Context: an optimization exercise on an open-source flow, tuned for a short achievable clock period and few clock cycles per item. The choices shown serve that exercise and are no tape-out recipe. In this exercise RTL edits were held to simulation tests only and were not proved equivalent to the original.

==> run a: inputs <==
==> flow/design.v (excerpt) <==
module huffman_tree_walk_decoder_top #(
  parameter int NODE_COUNT = 64
) (
  input  logic        clk,
  input  logic        rst,
  input  logic        cfg_valid,
  output logic        cfg_ready,
  input  logic [0:0]  cfg_reg_index,
  input  logic [31:0] cfg_wdata,
  input  logic        in_valid,
  output logic        in_ready,
  input  logic [1:0]  in_operation,
  input  logic [5:0]  in_node_addr,
  input  logic [5:0]  in_node_left,
  input  logic [5:0]  in_node_right,
  input  logic [7:0]  in_node_symbol,
  input  logic [7:0]  in_data_byte,
  output logic        out_valid,
  input  logic        out_ready,
  output logic [7:0]  out_symbol,
  output logic [31:0] out_output_count,
  output logic        out_last
);
  localparam int TW   = 20;           
  localparam int RW   = 13;           
  localparam int PW   = 29;           
  localparam int FW   = 17 + 8*RW;    
  localparam int NRT  = 128;
  localparam int CAPF = 6;            
  localparam int CAPS = 2;            
  function automatic [63:0] dec6(input logic [5:0] a);
    dec6 = 64'd1 << a;
  endfunction
  function automatic [TW-1:0] tread(input logic [63:0] oh, input logic [64*TW-1:0] t);
    tread = '0;
    for (int k = 0; k < 64; k++) tread = tread | (t[k*TW +: TW] & {TW{oh[k]}});
  endfunction
  logic [5:0]        root_q;
  logic [31:0]       limit_q;
  ...
Settings: LEC_CHECK=0, CAP_MARGIN=20, CELL_PAD_IN_SITES_DETAIL_PLACEMENT=1, CELL_PAD_IN_SITES_GLOBAL_PLACEMENT=1, CORE_MARGIN=2, CORE_UTILIZATION=30, PLACE_DENSITY=0.38, SETUP_SLACK_MARGIN=3.0, SLEW_MARGIN=20; clock period 6.0 ns.
run.sh (not shown) runs the stock make flow with config.mk's settings and CLKGATE_MAP_FILE= SYNTH_SCRIPT=/design/flow/synth_recipe.tcl, a recipe that flattens the netlist after the stock synthesis.
==> inputs of run b, as changes to run a <==
--- a/flow/design.v
+++ b/flow/design.v
@@ -22,57 +22,58 @@
   output logic        out_last
 );
   localparam int TW   = 20;           
   localparam int RW   = 13;           
   localparam int PW   = 29;           
   localparam int FW   = 17 + 8*RW;    
   localparam int NRT  = 128;
-  localparam int CAPF = 6;            
+  localparam int CAPF = 5;            
   localparam int CAPS = 2;            
   function automatic [63:0] dec6(input logic [5:0] a);
     dec6 = 64'd1 << a;
   endfunction
   function automatic [TW-1:0] tread(input logic [63:0] oh, input logic [64*TW-1:0] t);
     tread = '0;
     for (int k = 0; k < 64; k++) tread = tread | (t[k*TW +: TW] & {TW{oh[k]}});
   endfunction
   logic [5:0]        root_q;
   logic [31:0]       limit_q;
-  logic [31:0]       lim_m1;         
   logic [64*TW-1:0]  tbl;
   logic [NRT*RW-1:0] rt;
   logic              in_ready_q, cfg_ready_q;
   logic              ctrl_v;
   logic [1:0]        ctrl_op;
   logic [5:0]        ctrl_addr, ctrl_l, ctrl_r;
   logic [7:0]        ctrl_s;
   logic              r_v;
   logic [7:0]        r_b;
-  logic              d_v, d_full;
+  logic              d_v, d_h, d_full;
   logic [7:0]        d_b, d_n;
   logic [8*4-1:0]    d_q;            
   logic [8*2-1:0]    d_m;            
   logic [8*16-1:0]   d_lo;           
-  logic              p_v, p_full;
+  logic              p_v, p_h, p_full;
   logic [7:0]        p_b, p_n;
-  logic [8*4-1:0]    p_q;
-  logic [8*4*RW-1:0] p_part;         
-  logic              l_v, l_full;
+  logic [4*4-1:0]    p_q;
+  logic [4*4*RW-1:0] p_part;         
+  logic              l_v, l_h, l_full;
   logic [7:0]        l_b, l_n;
-  logic [8*RW-1:0]   l_raw;
-  logic [6*FW-1:0]   f_mem;          
+  logic [4*RW-1:0]   l_raw;
+  logic [4*RW-1:0]   l_lo;           
+  logic [5*FW-1:0]   f_mem;          
   logic [3:0]        f_cnt;
   logic [1:0]        sv;
   logic [15:0]       sb;
   logic [16*PW-1:0]  si;
   logic              fp;
   logic [7:0]        occ;            
   logic [15:0]       pp;
   logic              at_root, ok, sfetch, refetch, chk, cpend;
   logic [5:0]        cN;
+  logic [63:0]       cNOH;
   logic [TW-1:0]     cE;
   logic [31:0]       count;
   logic              e_v, e_eatf, e_fadv;
   logic [7:0]        e_sym;
   logic [31:0]       e_cnt;
   logic              pv, pin;
   logic [7:0]        psym;
@@ -81,15 +82,14 @@
   logic [1:0]        owp, orp;
   logic [2:0]        ocn;
   logic              ov, olast;
   logic [7:0]        osym;
   logic [31:0]       ocount;
   logic [2:0]        b_st;          
   logic              b_ph;          
-  logic              wdec;          
   logic [11:0]       er;            
   logic [2*TW-1:0]   e1;            
   logic [3:0]        w_v;           
   logic [4*6-1:0]    w_n;           
   logic [4*TW-1:0]   w_e;           
   logic [4*7-1:0]    w_p;           
   logic [4*3-1:0]    w_d;           
@@ -110,27 +110,29 @@
   assign acc_dec  = acc && (in_operation == 2'd1);
   assign acc_ctl  = acc && (in_operation != 2'd1);
   assign cfg_wr   = cfg_valid && cfg_ready_q;
   assign wr_root  = cfg_wr && (cfg_reg_index == 1'b0);
   assign wr_limit = cfg_wr && (cfg_reg_index == 1'b1);
   logic bld_busy, bld_restart;
   logic [4*TW-1:0] fd;              
-  logic [TW-1:0]   p1_data;         
+  logic [TW-1:0]   p1_data;
   assign bld_busy = (b_st != 3'd0) || (|wr_v);
+  logic p0c;
   always_comb begin
     for (int w = 0; w < 4; w++) begin
       logic [63:0] oh;
       oh = dec6(w_n[w*6 +: 6]);
+      if (w == 0 && p0c) oh = cNOH;
       fd[w*TW +: TW] = tread(oh, tbl);
     end
-    p1_data = tread(dec6(cN), tbl);
+    p1_data = fd[0 +: TW];
   end
   always_ff @(posedge clk) begin
     for (int w = 0; w < 4; w++) w_e[w*TW +: TW] <= fd[w*TW +: TW];
-    wdec <= !bld_restart && (b_st == 3'd6) && !b_ph;
+    p0c <= !(bld_restart || bld_busy);
     if (bld_restart) begin
       b_st <= 3'd1;
       b_ph <= 1'b0;
       w_v  <= '0;
       w_sc <= '0;
       wr_v <= '0;
     end else begin
@@ -168,15 +170,15 @@
             end
           end
           b_ph <= 1'b0;
           b_st <= 3'd6;
         end
         3'd6: begin
           b_ph <= !b_ph;
-          if (wdec) begin
+          if (b_ph) begin
             for (int w = 0; w < 4; w++) begin
               logic [TW-1:0] e;
               logic [6:0]    p;
               logic [2:0]    d;
               logic [2:0]    sc;
               logic [15:0]   top;
               e   = w_e[w*TW +: TW];
@@ -263,15 +265,15 @@
   logic x_load, x_restart;
   assign osp   = (ocn <= 3'd2);
   assign leafE = (cE[7:0] != 8'd0);
   assign okl   = chk && leafE && ok;
   assign a_F1 = at_root && ok && cv && sel_fast && osp;
   assign a_F2 = at_root && ok && cv && !sel_fast && sel_jump;
   assign a_F3 = at_root && cv && (!ok || (!sel_fast && !sel_jump));
-  assign a_B  = !at_root && sfetch;
+  assign a_B  = !at_root && sfetch && p0c;
   assign a_S1 = !at_root && !sfetch && okl && osp;
   assign a_ST = !at_root && !sfetch && !okl && cv;
   assign a_CO = !at_root && !sfetch && chk && !okl && !cv;
   assign emit     = a_F1 || a_S1;
   assign esym     = a_F1 ? sel_raw[7:0] : cE[7:0];
   assign e_at_f   = a_F1 ? sel_eif : 1'b1;
   assign f_adv    = (a_F1 && sel_cr) || (a_F2 && !p0) || (a_F3 && sel_clo) || ((a_S1 || a_ST || a_CO) && cpend);
@@ -282,47 +284,50 @@
   assign exec       = ctrl_v && pipe_empty;
   assign ex_load    = x_load;
   assign ex_restart = x_restart;
   assign bld_restart = rst || ex_load || wr_root;
   logic ptrig, d_load, ctrl_vn, rf, byp, fpop, fpush;
   logic [3:0] cap;
   logic       occ_lt_p1, occ_lt_0, occ_lt_m1, irdy_n;
-  assign ptrig  = r_v && !bld_busy && !(in_valid && (in_operation == 2'd1));
-  assign d_load = r_v && !bld_busy && (acc_dec || ptrig);
-  assign rf     = !sv[fp] && ((f_cnt != 4'd0) || l_v);
-  assign byp    = l_v && (f_cnt == 4'd0) && !sv[fp];
+  assign ptrig  = r_v && !bld_busy && (!d_v || d_h) && !(in_valid && (in_operation == 2'd1));
+  assign d_load = r_v && !bld_busy && (!d_v || d_h) && (acc_dec || ptrig);
+  assign rf     = !sv[fp] && ((f_cnt != 4'd0) || (l_v && l_h));
+  assign byp    = l_v && l_h && (f_cnt == 4'd0) && !sv[fp];
   assign fpop   = rf && (f_cnt != 4'd0);
-  assign fpush  = l_v && !byp;
+  assign fpush  = l_v && l_h && !byp;
   assign cap       = (bld_busy || bld_restart) ? 4'd1 : ((at_root && ok) ? 4'(CAPF) : 4'(CAPS));
   assign occ_lt_p1 = (cap >= 4'd2) && !occ[3'(cap - 4'd2)];
   assign occ_lt_0  = !occ[3'(cap - 4'd1)];
   assign occ_lt_m1 = !occ[3'(cap)];
   always_comb begin
     ctrl_vn = acc_ctl ? 1'b1 : (exec ? 1'b0 : ctrl_v);
-    irdy_n = acc_dec ? occ_lt_p1 : occ_lt_0;
+    case ({acc_dec, free_cur})
+      2'b10:   irdy_n = occ_lt_p1;
+      2'b01:   irdy_n = occ_lt_m1;
+      default: irdy_n = occ_lt_0;
+    endcase
   end
   always_ff @(posedge clk) begin
     if (rst) begin
       root_q      <= '0;
       limit_q     <= '0;
       ctrl_v      <= 1'b0;
       occ         <= '0;
       in_ready_q  <= 1'b0;
       cfg_ready_q <= 1'b0;
     end else begin
       if (wr_root)  root_q  <= cfg_wdata[5:0];
       if (wr_limit) limit_q <= cfg_wdata;
-      lim_m1 <= (limit_q == 32'd0) ? 32'd0 : limit_q - 32'd1;
       ctrl_v      <= ctrl_vn;
       case ({acc_dec, free_cur})
         2'b10:   occ <= {occ[6:0], 1'b1};
         2'b01:   occ <= {1'b0, occ[7:1]};
         default: ;
       endcase
-      in_ready_q  <= !acc_ctl && !ctrl_vn && irdy_n;
+      in_ready_q  <= !acc_ctl && !ctrl_vn && irdy_n && !acc_dec;
       cfg_ready_q <= pipe_empty && !ctrl_v && !acc;
     end
     x_load    <= !rst && exec && (ctrl_op == 2'd0);
     x_restart <= !rst && exec && (ctrl_op == 2'd2);
     if (acc_ctl) begin
       ctrl_op   <= in_operation;
       ctrl_addr <= in_node_addr;
@@ -335,84 +340,95 @@
         if (ctrl_addr == 6'(k)) tbl[k*TW +: TW] <= {ctrl_l, ctrl_r, ctrl_s};
     end
   end
   always_ff @(posedge clk) begin
     if (rst) begin
       r_v   <= 1'b0;
       d_v   <= 1'b0;
+      d_h   <= 1'b0;
       p_v   <= 1'b0;
       l_v   <= 1'b0;
       f_cnt <= '0;
       sv    <= '0;
       fp    <= 1'b0;
     end else begin
       r_v   <= acc_dec ? 1'b1 : (d_load ? 1'b0 : r_v);
-      d_v   <= d_load;
+      d_v   <= d_load || (d_v && !d_h);
+      d_h   <= !d_load && d_v && !d_h;
       p_v   <= d_v;
       l_v   <= p_v;
       case ({fpush, fpop})
         2'b10:   f_cnt <= f_cnt + 4'd1;
         2'b01:   f_cnt <= f_cnt - 4'd1;
         default: ;
       endcase
       for (int s = 0; s < 2; s++) begin
         if (rf && (fp == 1'(s)))              sv[s] <= 1'b1;
         else if (free_cur && cs[s])           sv[s] <= 1'b0;
       end
       if (rf) fp <= !fp;
     end
     if (acc_dec) r_b <= in_data_byte;
-    d_b    <= r_b;
-    d_n    <= acc_dec ? in_data_byte : 8'd0;
-    d_full <= acc_dec;
-    for (int i = 0; i < 8; i++) begin
+    if (d_load) begin
+      d_b    <= r_b;
+      d_n    <= acc_dec ? in_data_byte : 8'd0;
+      d_full <= acc_dec;
+    end
+    for (int i = 0; i < 8; i++) if (d_load) begin
       logic [15:0] s16;
       logic [6:0]  idx;
       s16 = {r_b, acc_dec ? in_data_byte : 8'd0};
       idx = s16[15-i -: 7];
       d_q[i*4 +: 4]    <= 4'd1 << idx[6:5];
       d_m[i*2 +: 2]    <= 2'd1 << idx[4];
       d_lo[i*16 +: 16] <= 16'd1 << idx[3:0];
     end
     p_b    <= d_b;
     p_n    <= d_n;
+    p_h    <= d_h;
     p_full <= d_full;
-    p_q    <= d_q;
-    for (int i = 0; i < 8; i++) begin
+    for (int i = 0; i < 4; i++) begin
+      logic [15:0] lo1;
+      logic [1:0]  m1;
+      lo1 = d_h ? d_lo[(i+4)*16 +: 16] : d_lo[i*16 +: 16];
+      m1  = d_h ? d_m[(i+4)*2 +: 2]    : d_m[i*2 +: 2];
+      p_q[i*4 +: 4] <= d_h ? d_q[(i+4)*4 +: 4] : d_q[i*4 +: 4];
       for (int q = 0; q < 4; q++) begin
         logic [RW-1:0] e, g;
         e = '0;
         for (int m = 0; m < 2; m++) begin
           g = '0;
-          for (int lo = 0; lo < 16; lo++) g = g | (rt[(q*32+m*16+lo)*RW +: RW] & {RW{d_lo[i*16 + lo]}});
-          e = e | (g & {RW{d_m[i*2 + m]}});
+          for (int lo = 0; lo < 16; lo++) g = g | (rt[(q*32+m*16+lo)*RW +: RW] & {RW{lo1[lo]}});
+          e = e | (g & {RW{m1[m]}});
         end
         p_part[(i*4+q)*RW +: RW] <= e;
       end
     end
     l_b    <= p_b;
     l_n    <= p_n;
+    l_h    <= p_h;
     l_full <= p_full;
-    for (int i = 0; i < 8; i++) begin
+    if (l_v && !l_h) l_lo <= l_raw;
+    for (int i = 0; i < 4; i++) begin
       logic [RW-1:0] e;
       e = '0;
       for (int q = 0; q < 4; q++) e = e | (p_part[(i*4+q)*RW +: RW] & {RW{p_q[i*4 + q]}});
       l_raw[i*RW +: RW] <= e;
     end
-    for (int k = 0; k < 6; k++) begin
+    for (int k = 0; k < 5; k++) begin
       if (fpop) begin
-        if (4'(k + 1) < f_cnt)                     f_mem[k*FW +: FW] <= f_mem[(k+1)%6*FW +: FW];
-        else if (fpush && (4'(k + 1) == f_cnt))    f_mem[k*FW +: FW] <= {l_b, l_n, l_full, l_raw};
+        if (4'(k + 1) < f_cnt)                     f_mem[k*FW +: FW] <= f_mem[(k+1)%5*FW +: FW];
+        else if (fpush && (4'(k + 1) == f_cnt))    f_mem[k*FW +: FW] <= {l_b, l_n, l_full, l_raw, l_lo};
       end else begin
-        if (fpush && (4'(k) == f_cnt))             f_mem[k*FW +: FW] <= {l_b, l_n, l_full, l_raw};
+        if (fpush && (4'(k) == f_cnt))             f_mem[k*FW +: FW] <= {l_b, l_n, l_full, l_raw, l_lo};
       end
     end
     if (rf) begin
       logic [FW-1:0] h;
-      h = (f_cnt == 4'd0) ? {l_b, l_n, l_full, l_raw} : f_mem[0 +: FW];
+      h = (f_cnt == 4'd0) ? {l_b, l_n, l_full, l_raw, l_lo} : f_mem[0 +: FW];
       for (int s = 0; s < 2; s++) begin
         if (fp == 1'(s)) begin
           sb[s*8 +: 8] <= h[FW-1 -: 8];
           for (int i = 0; i < 8; i++) begin
             logic [RW-1:0] e;
             logic [6:0]    lo;
             logic          fnd, full, cr, eif, b8;
@@ -452,15 +468,15 @@
       end
     end
   end
   logic [31:0] cnt1;
   logic        ok0, ok1;
   assign cnt1 = count + 32'd1;
   assign ok0  = count < limit_q;
-  assign ok1  = count < lim_m1;      
+  assign ok1  = cnt1 < limit_q;
   always_ff @(posedge clk) begin
     if (rst) begin
       pp      <= 16'd1;
       at_root <= 1'b1;
       sfetch  <= 1'b0;
       refetch <= 1'b0;
       chk     <= 1'b0;
@@ -500,14 +516,18 @@
         else if (a_S1 || a_ST || a_CO || a_F2 || a_F3) chk <= 1'b0;
       end
     end
     if (wr_root && at_root)  cN <= root_q;
     else if (a_F2)           cN <= sel_raw[5:0];
     else if (a_F3)           cN <= root_q;
     else if (a_ST)           cN <= child;
+    if (wr_root && at_root)  cNOH <= dec6(root_q);
+    else if (ex_load)        cNOH <= dec6(cN);
+    else if (a_F2)           cNOH <= dec6(sel_raw[5:0]);
+    else if (!sfetch)        cNOH <= dec6(child);
     if (a_F3)                cE <= {er, 8'd0};
     else if (a_B)            cE <= p1_data;
   end
   logic res, res_last, oen, opop;
   assign res      = pv && (e_v || !pin || e_fadv) && (e_v || (ocn != 3'd4));
   assign res_last = !(pin && e_v && e_eatf);
   assign oen      = !ov || out_ready;
==> flow/config.mk (replaced) <==
export PLATFORM = sky130hd
export DESIGN_NAME = huffman_tree_walk_decoder_top
export DESIGN_NICKNAME = huffman_tree_walk_decoder_top
export VERILOG_FILES = /design/flow/design.v
export SDC_FILE = /design/flow/constraint.sdc
export NUM_CORES = 4
export LEC_CHECK = 0
export CAP_MARGIN = 20
export CORE_MARGIN = 2
export CORE_UTILIZATION = 40
export PLACE_DENSITY = 0.55
export SETUP_SLACK_MARGIN = 3.0
export SLEW_MARGIN = 20
==> qor summary <==
| quantity | run a | run b |
|---|---|---|
| Outcome | stopped before the end | stopped before the end |
| Failing step | global routing (5_1_grt) | global routing (5_1_grt) |
| Share of synthesized cell area in and, or, nand and nor gates | 0.0802 | 0.0775 |
| Proportion of netlist area held by the largest area contributor | 0.460 | 0.580 |
| Register bit total from synthesis | 5,823 | 5,514 |
| Effective utilization at floorplan | 0.301 | 0.401 |
| Number of buffers on the longest clock path | 5 | 4 |
| Chip Height | 1020 um | 802 um |
| Number of gates given a new drive strength after cts | 716 | 1,681 |
| Standard-cell rows | 374 | 293 |
| Per-instance average area after synthesis | 11.2 sq um | 12.9 sq um |
| Mapped Cells | 27,908 | 19,740 |
| Post-synthesis net count | 28,092 | 19,924 |
| Chip Width | 1020 um | 802 um |
| HPWL Detailed | 2,040,000 um | 1,110,000 um |
| Count of flip-flops with a built-in enable after synthesis | 4,773 | 4,921 |
| Post-synthesis sequential area ratio | 0.528 | 0.626 |
Testbench counts of run a, summed over its fixed seeds: cycles 9,775, bytes 4,096.
Testbench counts of run b, summed over its fixed seeds: cycles 9,959, bytes 4,096.
